Context: an optimization exercise on an open-source flow, tuned for small area. The choices shown serve that exercise and are no tape-out recipe. At most, simulation tests tie the RTL to the original design; equivalence was not proved. No driver is modelled on the clock port, so clocking that relies on it looks cheaper here than on a real chip. Power figures rest on the tool's default switching activity, not on a simulated workload.

==> module cause_scan, before the edit <==
module cause_scan (
  input  logic                          clk,
  input  logic                          reset,
  input  logic                          push_acc,
  input  logic                          pop_acc,
  input  logic [ntrpt_pkg::DATA_W-1:0]  wr_data,
  input  logic [ntrpt_pkg::DATA_W-1:0]  head,
  output logic                          mtip
);
  logic [4:0] tseq_q;
  logic [4:0] fwd;
  logic [4:0] back;
  logic       inc;
  logic       dec;
  assign inc = push_acc && (wr_data[ntrpt_pkg::CAUSE_W-1:0] == ntrpt_pkg::MTIP_CAUSE);
  assign dec = pop_acc  && (head[ntrpt_pkg::CAUSE_W-1:0]    == ntrpt_pkg::MTIP_CAUSE);
  assign fwd  = {tseq_q[3:0], !(tseq_q[4] ^ tseq_q[2])};
  assign back = {!(tseq_q[0] ^ tseq_q[3]), tseq_q[4:1]};
  always_ff @(posedge clk or posedge reset) begin
    if (reset) begin
      tseq_q <= '0;
    end else if (inc && !dec) begin
      tseq_q <= fwd;
    end else if (dec && !inc) begin
      tseq_q <= back;
    end
  end
  assign mtip = (tseq_q != '0);
endmodule
==> flow/config.mk <==
export PLATFORM = sky130hd
export DESIGN_NAME = ntrpt_cam_fifo
export DESIGN_NICKNAME = ntrpt_cam_fifo
export VERILOG_FILES = /design/flow/design.v
export SDC_FILE = /design/flow/constraint.sdc
export NUM_CORES = 4
export LEC_CHECK = 0
export CAP_MARGIN = 0
export CORE_MARGIN = 2
export CORE_UTILIZATION = 40
export SLEW_MARGIN = 0
export SYNTH_HIERARCHICAL = 1
==> flow/constraint.sdc <==
create_clock -name core_clock -period 6.0 [get_ports {clk}]
set_input_delay 1.2000 -clock core_clock [delete_from_list [all_inputs] [get_ports {clk}]]
set_output_delay 1.2000 -clock core_clock [all_outputs]
set_load 0.01 [all_outputs]
standard.sh (not shown) runs the stock make flow with config.mk's settings and CLKGATE_MAP_FILE= SYNTH_SCRIPT=/design/flow/synth_recipe.tcl, a recipe that flattens the netlist after the stock synthesis.
==> flow/flow/run.sh <==
#!/bin/bash
# Own layout flow: the standard ORFS flow (standard.sh), with
#  - port buffers of the smallest buffer cell instead of the default pick
#  - clock tree built from one buffer type with larger sink clusters,
#    and without dummy loads
set -e
cp standard.sh standard_sh_copy.log
export BUFFER_PORTS_ARGS="-buffer_cell sky130_fd_sc_hd__buf_1"
export CTS_ARGS="-sink_clustering_enable -repair_clock_nets -dont_use_dummy_load -buf_list sky130_fd_sc_hd__clkbuf_16 -sink_clustering_size 30 -sink_clustering_max_diameter 60"
export POST_CTS_TCL="$PWD/flow/clk_downsize.tcl"
export CLK_DOWNSIZE_LIMIT_PS=115
bash standard.sh > standard.log 2>&1
==> flow/flow/clk_downsize.tcl <==
# Post-CTS step: swap clock-tree buffers for smaller ones wherever the
# slew at every flip-flop clock pin stays under CLK_DOWNSIZE_LIMIT_PS
# (placement-estimated parasitics). Tries the smallest candidate first.
set lim_ps $::env(CLK_DOWNSIZE_LIMIT_PS)
set cands {sky130_fd_sc_hd__clkbuf_4 sky130_fd_sc_hd__clkbuf_8}

proc clk_worst_ps {} {
  set worst 0
  foreach pin [all_registers -clock_pins -edge_triggered] {
    foreach edge {rise fall} {
      foreach a {min max} {
        set ps [expr {[sta::time_ui_sta [get_property $pin slew_${a}_$edge]] * 1e12}]
        if {$ps > $worst} { set worst $ps }
      }
    }
  }
  return $worst
}

estimate_parasitics -placement
set before [clk_worst_ps]
puts "clk_downsize: worst clock-pin slew before: $before ps, limit $lim_ps ps"
if {$before <= $lim_ps} {
  # leaves first: a leaf buffer drives flip-flops directly
  set leaves {}
  set upper {}
  foreach inst [get_cells *] {
    set ref [get_property $inst ref_name]
    if {$ref eq "sky130_fd_sc_hd__clkbuf_16"} {
      if {[string match "*leaf*" [get_full_name $inst]]} { lappend leaves $inst } else { lappend upper $inst }
    }
  }
  set bufs [concat $leaves $upper]
  set n 0
  foreach inst $bufs {
    set name [get_full_name $inst]
    foreach c $cands {
      replace_cell $inst $c
      estimate_parasitics -placement
      if {[clk_worst_ps] <= $lim_ps} {
        puts "clk_downsize: $name -> $c"
        incr n
        break
      }
      replace_cell $inst sky130_fd_sc_hd__clkbuf_16
    }
  }
  estimate_parasitics -placement
  puts "clk_downsize: $n buffers downsized, worst clock-pin slew after: [clk_worst_ps] ps"
}
The first run finished with timing, DRC and antenna clean.
Rerun with:
--- a/flow/design.v
+++ b/flow/design.v
@@ -183,23 +183,28 @@
   output logic                          mtip
 );
-  logic [4:0] tseq_q;
-  logic [4:0] fwd;
-  logic [4:0] back;
-  logic       inc;
-  logic       dec;
+  ntrpt_pkg::count_t tcnt_q;
+  ntrpt_pkg::count_t tgl;
+  logic              inc;
+  logic              dec;
+  logic              up;
+  logic              dn;
   assign inc = push_acc && (wr_data[ntrpt_pkg::CAUSE_W-1:0] == ntrpt_pkg::MTIP_CAUSE);
   assign dec = pop_acc  && (head[ntrpt_pkg::CAUSE_W-1:0]    == ntrpt_pkg::MTIP_CAUSE);
-  assign fwd  = {tseq_q[3:0], !(tseq_q[4] ^ tseq_q[2])};
-  assign back = {!(tseq_q[0] ^ tseq_q[3]), tseq_q[4:1]};
+  assign up  = inc && !dec;
+  assign dn  = dec && !inc;
+  always_comb begin
+    for (int k = 0; k < ntrpt_pkg::CNT_W; k++) begin
+      tgl[k] = (up && (&(tcnt_q | ~ntrpt_pkg::count_t'((1 << k) - 1))))
+            || (dn && !(|(tcnt_q & ntrpt_pkg::count_t'((1 << k) - 1))));
+    end
+  end
   always_ff @(posedge clk or posedge reset) begin
     if (reset) begin
-      tseq_q <= '0;
-    end else if (inc && !dec) begin
-      tseq_q <= fwd;
-    end else if (dec && !inc) begin
-      tseq_q <= back;
-    end
-  end
-  assign mtip = (tseq_q != '0);
+      tcnt_q <= '0;
+    end else begin
+      tcnt_q <= tcnt_q ^ tgl;
+    end
+  end
+  assign mtip = (tcnt_q != '0);
 endmodule
 `default_nettype wire
Outcome: The changed run passed the timing, DRC and antenna checks; worst hold slack is worse by 0.0042 ns; clock skew came out lower by 0.051 ns; final area is about the same; die area stays flat; power came out lower slightly; combinational power came out lower by a few percent; utilization shrinks by 0.70 points; count of clock-buffer cells in the layout came out lower by 1; sequential cell count stays the same; setup slack gets better by 0.0092 ns; routed wire length goes down by a few percent; global-route usage decreases by 1.3 points; non-clock buffer count came out higher by 7.
Function not checked in the first run of this note: the RTL went through the layout flow alone.

afterwards: timing with drivers on the ports:
No port has a modelled driver above. Below, the same layouts with a new extraction and two added sets of constraints.
Step 1: set_driving_cell puts a clkbuf_16 on clk and a buf_2 on each other input, an assumption about the parent block.
Step 2 also shifts input and output timing later by t, the mid clock arrival at the registers, as if the neighbouring blocks saw the same clock.
Slacks: no drivers / after step 1 / after step 2; pairs: no drivers / after step 1.
run	t, ns	slack for setup (ns)	slew at the worst register clock pin (ns)	pins driven straight from the clock port
the first run	0.766	0.862 / 0.814 / 1.200	0.12 / 0.12	1
the second run	0.788	0.871 / 0.823 / 1.326	0.11 / 0.11	1
After both steps every run listed still meets setup and hold.
